This is an optimization exercise on Yosys and OpenROAD, whose aim is small area, not a production implementation.
The RTL was checked by simulation tests, not by an equivalence proof against the original design.

// mac_nch_acc
module mac_nch_acc #(
    parameter int DW     = 18,
    parameter int CW     = 28,
    parameter int NCH    = 4,
    parameter int GUARD  = 2,
    parameter int OSHIFT = 24,
    parameter int OW     = 20
) (
    input  logic                         clk,
    input  logic                         rst,
    input  logic                         iv,
    input  logic [DW-1:0]                din,
    input  logic [CW-1:0]                cin,
    input  logic [((NCH <= 1) ? 1 : $clog2(NCH))-1:0]     ch,
    input  logic                         first,
    input  logic                         last,
    output logic [OW-1:0]                dout,
    output logic [((NCH <= 1) ? 1 : $clog2(NCH))-1:0]     och,
    output logic                         ov,
    output logic                         ovf
);
    localparam int AW = DW + CW + GUARD;    
    localparam int NR = DW / 2;             
    localparam int HW = AW - OSHIFT;        
    logic              v1, l1;
    logic [1:0]        ch1;
    logic [3:0]        rd1;              
    logic [NR-1:0]     one, two, m1;
    logic              m2t;              
    logic [CW-1:0]     c1;
    logic [NR-1:0]     rone, rtwo, rm1;
    logic              rm2t;
    always_comb begin
        logic cy, s0, s1;
        cy = 1'b0;
        for (int i = 0; i < NR - 1; i++) begin
            s0 = din[2*i] ^ cy;
            s1 = din[2*i+1] ^ (din[2*i] & cy);
            cy = din[2*i+1] & (din[2*i] | cy);
            rone[i] = ~s1 & s0;
            rtwo[i] = s1 & ~s0;
            rm1[i]  = s1 & s0;
        end
        rone[NR-1] = ~din[DW-1] & (din[DW-2] ^ cy);
        rtwo[NR-1] = ~din[DW-1] & din[DW-2] & cy;
        rm1[NR-1]  = din[DW-1] & (din[DW-2] ^ cy);
        rm2t       = din[DW-1] & ~din[DW-2] & ~cy;
    end
    always_ff @(posedge clk or posedge rst) begin
        if (rst) v1 <= 1'b0;
        else     v1 <= iv;
    end
    always_ff @(posedge clk) begin
        rd1 <= rdsel;
        l1  <= last;
        ch1 <= ch;
        one <= rone;
        two <= rtwo;
        m1  <= rm1;
        m2t <= rm2t;
        c1  <= cin;
    end
  ...
For scale: about 1600 cells after synthesis, ~360 flip-flops, roughly 77 I/O pins, about 0.022 sq mm of cells after synthesis.
clock: 7.5 ns
lec_check: 0
cap_margin: 20
core_margin: 2
core_utilization: 60
slew_margin: 20
synth_hierarchical: 1
synth_minimum_keep_size: 0
standard.sh (not shown) runs the stock make flow with config.mk's settings and CLKGATE_MAP_FILE= SYNTH_SCRIPT=/design/flow/synth_recipe.tcl, a recipe that flattens the netlist after the stock synthesis.
==> flow/flow/run.sh <==
#!/bin/bash
# Layout flow: the standard flow (standard.sh, with the standard synthesis
# unchanged) with
#  - plain buf_1 port buffers instead of the default delay-cell port buffers,
#  - clock tree synthesis without dummy loads, with clkbuf_4 buffers and
#    clusters of at most 10 sinks within 40 um.
# Each make run's full output goes to its own log file in this folder; ORFS's
# per-step logs are under orfs/logs/.
set -euo pipefail
bash standard.sh synth > flow_synth.log 2>&1
bash standard.sh \
    "BUFFER_PORTS_ARGS=-buffer_cell sky130_fd_sc_hd__buf_1" \
    "CTS_ARGS=-sink_clustering_enable -repair_clock_nets -dont_use_dummy_load -buf_list sky130_fd_sc_hd__clkbuf_4 -sink_clustering_size 10 -sink_clustering_max_diameter 40" \
    finish > flow_layout.log 2>&1
The starting point finished with timing, DRC and antenna clean.
Change:
--- a/flow/design.v
+++ b/flow/design.v
@@ -340,19 +340,19 @@
     input  logic                         last,
     output logic [OW-1:0]                dout,
     output logic [((NCH <= 1) ? 1 : $clog2(NCH))-1:0]     och,
     output logic                         ov,
     output logic                         ovf
 );
     localparam int AW = DW + CW + GUARD;    
     localparam int NR = DW / 2;             
     localparam int HW = AW - OSHIFT;        
-    logic              v1, l1;
+    logic              v1, f1, l1;
     logic [1:0]        ch1;
     logic [3:0]        rd1;              
     logic [NR-1:0]     one, two, m1;
     logic              m2t;              
     logic [CW-1:0]     c1;
     logic [NR-1:0]     rone, rtwo, rm1;
     logic              rm2t;
     always_comb begin
         logic cy, s0, s1;
@@ -370,18 +370,19 @@
         rm1[NR-1]  = din[DW-1] & (din[DW-2] ^ cy);
         rm2t       = din[DW-1] & ~din[DW-2] & ~cy;
     end
     always_ff @(posedge clk or posedge rst) begin
         if (rst) v1 <= 1'b0;
         else     v1 <= iv;
     end
     always_ff @(posedge clk) begin
         rd1 <= rdsel;
+        f1  <= first;
         l1  <= last;
         ch1 <= ch;
         one <= rone;
         two <= rtwo;
         m1  <= rm1;
         m2t <= rm2t;
         c1  <= cin;
     end
     logic [AW-1:0] acc0, acc1, acc2, acc3;
@@ -395,32 +396,36 @@
     end
     assign arow = ~(({AW{rd1[0]}} & ~acc0) | ({AW{rd1[1]}} & ~acc1) |
                     ({AW{rd1[2]}} & ~acc2) | ({AW{rd1[3]}} & ~acc3));
     logic [NR-1:0]    m2, ppt, neg;
     logic [NR*CW-1:0] pp;
     logic [CW-1:0]    c1n;
     assign m2  = {m2t, {(NR-1){1'b0}}};
     assign c1n = ~c1;
     for (genvar i = 0; i < NR - 1; i++) begin : g_row
-        assign pp[i*CW] = ~((one[i] & c1[0]) | (m1[i] & c1n[0]));
         for (genvar j = 1; j < CW; j++) begin : g_bit
             mac_pps u_pps (.a1(one[i]), .a2(c1[j]), .b1(two[i]), .b2(c1[j-1]),
                            .c1(m1[i]), .c2(c1n[j]), .y(pp[i*CW+j]));
         end
     end
-    assign pp[(NR-1)*CW] = ~((one[NR-1] & c1[0]) | (m1[NR-1] & c1n[0]) | m2t);
-    for (genvar j = 1; j < CW; j++) begin : g_top
-        assign pp[(NR-1)*CW+j] = ~((one[NR-1] & c1[j]) | (m1[NR-1] & c1n[j]) |
-                                   (two[NR-1] & c1[j-1]) | (m2t & c1n[j-1]));
-    end
-    for (genvar i = 0; i < NR; i++) begin : g_sign
-        assign ppt[i] = ((one[i] | two[i]) & c1[CW-1]) | ((m1[i] | m2[i]) & c1n[CW-1]);
-        assign neg[i] = ~(m1[i] | m2[i]);
+    always_comb begin
+        for (int i = 0; i < NR; i++) begin
+            if (i == NR - 1) begin
+                for (int j = 0; j < CW; j++)
+                    pp[i*CW+j] = ~((one[i] & c1[j]) | (m1[i] & c1n[j]) |
+                                   (two[i] & ((j == 0) ? 1'b0 : c1[j-1])) |
+                                   (m2[i] & ((j == 0) ? 1'b1 : c1n[j-1])));
+            end else begin
+                pp[i*CW] = ~((one[i] & c1[0]) | (m1[i] & c1n[0]));
+            end
+            ppt[i] = ((one[i] | two[i]) & c1[CW-1]) | ((m1[i] | m2[i]) & c1n[CW-1]);
+            neg[i] = ~(m1[i] | m2[i]);
+        end
     end
     logic [AW-1:0] ta, tb;
     logic s1;
     logic c2;
     logic s3;
     logic c4;
     logic s5;
     logic c6;
     logic s7;
Result: Setup slack is worse by 130 ps; non-clock buffer count climbs by 1; cell area hardly moves; routed wire length drops slightly; global-route usage barely changes.

-- what the ideal ports hide --
The flow's constraints put no driver on any port. The routed layouts listed below were extracted and timed again, unchanged, in two steps. Step 1 assumes that a clkbuf_16 drives the clock port and a buf_2 every other input. Step 2, shift: input delay + t, output delay - t, t = (earliest + latest rising clock arrival at the registers) / 2. This alone moves slack from input paths to output paths. a / b / c = ideal / step 1 / step 2; a / b = the first two.
run | shift t [ns] | setup WS [ns] | worst hold slack (ns) | worst data-port slew with drivers (ns)
the first run | 0.807 | 0.333 / 0.333 / 0.333 | 0.285 / 0.285 / 0.285 | 0.08
the second run | 0.791 | 0.208 / 0.208 / 0.208 | 0.282 / 0.282 / 0.282 | 0.06
After both steps every run listed still meets setup and hold.
